This design comes from an exercise in tuning for small area, a short achievable clock period and few clock cycles per item on the open sky130 flow, not from production work.
In this exercise RTL edits were held to simulation tests only and were not proved equivalent to the original.
Power figures rest on the tool's default switching activity, not on a simulated workload.

// bellmanFordTop
module bellmanFordTop (
    input  logic                          clock,
    input  logic                          reset,
    input  logic                          start,
    input  bellmanFordPkg::nodeId_t       source,
    input  bellmanFordPkg::nodeId_t       destination,
    input  bellmanFordPkg::nodeId_t       nodeCount,
    output logic                          graphReadEnable,
    output bellmanFordPkg::graphAddress_t graphAddress,
    input  bellmanFordPkg::graphLine_t    graphData,
    output logic                          outWriteEnable,
    output bellmanFordPkg::graphAddress_t outAddress,
    output bellmanFordPkg::distance_t     outData,
    output logic                          busy,
    output logic                          finish,
    output logic                          negCycle
);
    localparam int NN = 31;
    localparam int DW = 13;
    localparam logic signed [DW-1:0] UNREACHED = 13'sd4095;
    typedef enum logic [2:0] {S_IDLE, S_RUN, S_PD, S_PN, S_PE, S_FIN} state_t;
    typedef enum logic [2:0] {F_WAIT, F_IDXW, F_IDX, F_ADJW, F_FIRST, F_LINE, F_GAP} fetch_t;
    typedef enum logic [1:0] {R_CONT, R_ADJY, R_IDX} req_t;
    state_t st;
    fetch_t fst;
    logic [4:0] srcR, dstR;
    logic [4:0] nR;
    logic [5:0] passCnt;
    logic [DW-1:0] distT [1:NN];
    logic [4:0]    predT [1:NN];
    logic [NN:1]   dirty;
    logic                 aValid, duRd;
    logic [4:0]           pAddr;
    logic signed [7:0]    aW;
    logic                 bValid, bInit;
    logic [4:0]           bNode;
    logic signed [DW-1:0] bCand, bTD;
    logic                 cValid, cInit, cSupp;
    logic [4:0]           cNode, cProc;
    logic signed [DW-1:0] cCand;
    logic signed [DW-1:0] du;
    logic [4:0]           procNode, selNode;
    logic                 selPend;
    logic [5:0]           pos;
    logic [4:0]           yNode, procNext;
    logic                 yPend, yPair, curIsX, issueY, switchY;
    logic [12:0]          addrY;
    logic signed [DW-1:0] du2;
    logic                 du2Rd;
    logic [2:0] slot;
    logic [7:0] rem;
  ...
For scale: ~860 flip-flops.
==> flow/config.mk <==
export PLATFORM = sky130hd
export DESIGN_NAME = bellmanFordTop
export DESIGN_NICKNAME = bellmanFordTop
export VERILOG_FILES = /design/flow/design.v
export SDC_FILE = /design/flow/constraint.sdc
export NUM_CORES = 4
export LEC_CHECK = 0
export ABC_AREA = 1
export CAP_MARGIN = 20
export CORE_MARGIN = 2
export CORE_UTILIZATION = 50
export CTS_CLUSTER_DIAMETER = 90
export CTS_CLUSTER_SIZE = 20
export SETUP_SLACK_MARGIN = 5.0
export SLEW_MARGIN = 20
export TNS_END_PERCENT = 100
==> flow/constraint.sdc <==
create_clock -name core_clock -period 8.0 [get_ports {clock}]
set_input_delay 1.6000 -clock core_clock [delete_from_list [all_inputs] [get_ports {clock}]]
set_output_delay 1.6000 -clock core_clock [all_outputs]
set_load 0.01 [all_outputs]
run.sh (not shown) runs the stock make flow with config.mk's settings and CLKGATE_MAP_FILE= SYNTH_SCRIPT=/design/flow/synth_recipe.tcl, a recipe that flattens the netlist after the stock synthesis.
Testbench counts at the start, summed over its fixed seeds: cycles 19,110, queries 96.
Then changed:
- CORE_UTILIZATION: 50 -> 40
- CTS_BUF_LIST: not set -> sky130_fd_sc_hd__clkbuf_8
- CTS_CLUSTER_DIAMETER: 90 -> 80
- CTS_CLUSTER_SIZE: 20 -> 16
Result:
- fmax shrinks by 2.6%
- clock-buffer cell count goes down by 12
- total power falls by 2.0%
- final cell count rose by 4.5%
- sequential share of layout area rose by 0.46 points
Then changed:
- CTS_BUF_LIST: sky130_fd_sc_hd__clkbuf_8 -> not set
- CTS_CLUSTER_DIAMETER: 80 -> 90
- CTS_CLUSTER_SIZE: 16 -> 20
- TNS_END_PERCENT: 100 -> 40
The new run went through all stages and came out clean.
Routed wire length hardly moves.
Clock skew grows by 4.7 ps.
Cell count is about the same.
Clock power grows by 20%.
Then changed:
- CTS_CLUSTER_DIAMETER: 90 -> not set
- CTS_CLUSTER_SIZE: 20 -> not set
- TNS_END_PERCENT: 40 -> 100
What happened: Power grows by roughly a tenth; clock-buffer cell count grows by 35; cell count grows by a few percent; cell area grows by a few percent; routed wire length grows slightly; global-route usage grows by 0.67 points; core utilization grows by 1.5 points.
Then changed:
- CTS_CLUSTER_DIAMETER: not set -> 90
- CTS_CLUSTER_SIZE: not set -> 20
- TNS_END_PERCENT: 100 -> 10
After rerunning: Sequential power stays flat. Power goes down by about 10%. Cell area falls by 4.2%. Wire length went down by about 2%. Global-route usage shrinks by 0.41 points. Area after synthesis is unchanged. Clock skew went down by 3.7 ps. Critical path depth stays the same. Synthesized cell count is unchanged.

==> static timing again, ports no longer ideal <==
In the flow no input, the clock included, has a driving cell. The finished layouts below were timed again as built, in two steps.
Step 1, drivers: a clkbuf_16 drives clock and a buf_2 each remaining input, both assumed.
Step 2 also shifts input and output timing later by t, the mid clock arrival at the registers, as if the neighbouring blocks saw the same clock.
Three values: no drivers, after step 1, after step 2; two values: the first two.
run | t, ns | setup slack, ns | cell pins on the clock port's net
the first run | 0.693 | 5.003 / 4.983 / 4.320 | 1
the second run | 0.825 | 4.924 / 4.857 / 4.326 | 1
the third run | 0.698 | 4.938 / 4.910 / 4.398 | 1
the fourth run | 0.717 | 5.037 / 4.965 / 4.370 | 1
the fifth run | 0.715 | 4.733 / 4.658 / 4.279 | 1
After both steps every run listed still meets setup and hold. For the first run, which loses most, drivers alone change the setup slack by -0.020 ns; drivers and shift together by -0.683 ns.
